This is an optimization exercise on Yosys and OpenROAD, whose aim is small area, not a production implementation.
The RTL was checked by simulation tests, not by an equivalence proof against the original design.
Power figures rest on the tool's default switching activity, not on a simulated workload.

## register_file
module register_file #(
  parameter int DATA_W = mips_pkg::DATA_W_DEFAULT,
  parameter int ADDR_W = mips_pkg::ADDR_W_DEFAULT
) (
  input  logic              clk,
  input  logic              rst,
  input  logic              RegWrite,
  input  logic [ADDR_W-1:0] read_reg1,
  input  logic [ADDR_W-1:0] read_reg2,
  input  logic [ADDR_W-1:0] write_reg,
  input  logic [DATA_W-1:0] write_data,
  output logic [DATA_W-1:0] read_data1,
  output logic [DATA_W-1:0] read_data2
);
Size: about 3200 cells after synthesis, about 38000 um^2 of cells after synthesis.
Settings: LEC_CHECK=0, CAP_MARGIN=10, CORE_MARGIN=2, CORE_UTILIZATION=45, GPL_TIMING_DRIVEN=0, PLACE_DENSITY=0.5, SLEW_MARGIN=10, SYNTH_HIERARCHICAL=1, SYNTH_MINIMUM_KEEP_SIZE=0; clock period 6.0 ns.
standard.sh (not shown) runs the stock make flow with config.mk's settings and CLKGATE_MAP_FILE= SYNTH_SCRIPT=/design/flow/synth_recipe.tcl, a recipe that flattens the netlist after the stock synthesis.
==> flow/flow/run.sh <==
#!/bin/bash
set -euo pipefail
export BUFFER_PORTS_ARGS="-buffer_cell sky130_fd_sc_hd__buf_1"
export PRE_RESIZE_TCL="$(pwd)/flow/upsize.tcl"
export FASTROUTE_TCL="$(pwd)/flow/fastroute.tcl"
export CTS_ARGS="-sink_clustering_enable -repair_clock_nets -dont_use_dummy_load -buf_list sky130_fd_sc_hd__clkbuf_8 -sink_clustering_size 18 -sink_clustering_max_diameter 60"
bash standard.sh finish > make_finish.log 2>&1
==> flow/flow/fastroute.tcl <==
# Global routing layer setup: the platform's, except that less of met1 and
# met2 is offered to the global router, so more signal wiring goes to met3 and
# met4 and detailed routing has room for pin access on the lower layers.
set_global_routing_layer_adjustment $::env(MIN_ROUTING_LAYER)-$::env(MAX_ROUTING_LAYER) 0.2
set_global_routing_layer_adjustment met1 0.45
set_global_routing_layer_adjustment met2 0.35

set_routing_layers -clock $::env(MIN_CLK_ROUTING_LAYER)-$::env(MAX_ROUTING_LAYER)
set_routing_layers -signal $::env(MIN_ROUTING_LAYER)-$::env(MAX_ROUTING_LAYER)
==> flow/flow/upsize.tcl <==
# Runs before repair_design in the resize step: an AND2/OR2 that drives a wide
# select, enable or write-data net is sized up to its X2 form, so repair_design
# does not put a buffer behind a weak gate.
set nup 0
foreach inst [get_cells *] {
  set m [get_property $inst ref_name]
  if {![regexp {^sky130_fd_sc_hd__(and2|or2)_[0-2]$} $m -> fn]} continue
  set op [get_pins -of_objects $inst -filter "direction==output"]
  set fo [llength [get_pins -of_objects [get_nets -of_objects $op] -filter "direction==input"]]
  if {$fo >= 16} {
    replace_cell $inst [get_lib_cells */sky130_fd_sc_hd__${fn}_2]
    incr nup
  }
}
puts "upsize.tcl: sized up $nup drivers"
The first run finished clean.
Next try:
--- a/flow/flow/upsize.tcl
+++ b/flow/flow/upsize.tcl
@@ -1,3 +1,3 @@
 # Runs before repair_design in the resize step: an AND2/OR2 that drives a wide
-# select, enable or write-data net is sized up to its X2 form, so repair_design
+# select, enable or write-data net is sized up to its X4 form, so repair_design
 # does not put a buffer behind a weak gate.
@@ -10,3 +10,3 @@
   if {$fo >= 16} {
-    replace_cell $inst [get_lib_cells */sky130_fd_sc_hd__${fn}_2]
+    replace_cell $inst [get_lib_cells */sky130_fd_sc_hd__${fn}_4]
     incr nup
CELL_PAD_IN_SITES_DETAIL_PLACEMENT = 1   (was unset)
CELL_PAD_IN_SITES_GLOBAL_PLACEMENT = 2   (was unset)
CORE_UTILIZATION = 40   (was 45)
What happened: The new run completed without violations; setup slack gains 0.19 ns; die area rises by about 12%; final area rose by 0.77%; clock power came out higher by about 4%; clock skew does not change; wire length is higher by about 3.2%; sequential power barely changes; global-route usage came out lower by 4.8 points; power grows by about 1.5%.
Next try:
CELL_PAD_IN_SITES_DETAIL_PLACEMENT = unset   (was 1)
CELL_PAD_IN_SITES_GLOBAL_PLACEMENT = unset   (was 2)
CORE_UTILIZATION = 45   (was 40)
Outcome: Wire length went down by 2.9%. Via count went up by 0.77%. Area after synthesis is unchanged. Utilization went up by 5.0 points. Worst hold slack stays flat. Power went down by 1.7%. Clock-buffer cell count went down by 10. Non-clock buffer count stays the same. Die area went down by 11%. Fmax went up by 4.6%.

## what the ideal ports hide
Ports are ideal in the flow. The routed layouts listed here were re-timed in OpenROAD.
Step 1 (the two cells are an assumption about what drives the block):
set clk [get_ports {clk}]
set_driving_cell -lib_cell sky130_fd_sc_hd__clkbuf_16 $clk
set_driving_cell -lib_cell sky130_fd_sc_hd__buf_2 [delete_from_list [all_inputs] $clk]
Step 2 adds t to the input delays and takes it off the output delays; t is the mean of the earliest and latest rising clock arrival at the registers after step 1. Input paths then give back, and output paths get back, about the clock's delay inside the block.
Three values: ideal, step 1, step 2; two values: the first two.
| run | t, ns | setup WS [ns] | hold slack, ns |
|---|---|---|---|
| the first run | 0.805 | 0.559 / 0.442 / 0.442 | 0.496 / 0.496 / 0.496 |
| the second run | 0.823 | 0.752 / 0.715 / 0.715 | 0.500 / 0.500 / 0.500 |
| the third run | 0.790 | 0.980 / 0.908 / 0.908 | 0.498 / 0.498 / 0.498 |
After both steps every run listed still meets setup and hold. For the first run, which loses most, drivers alone change the setup slack by -0.117 ns; drivers and shift together by -0.117 ns.
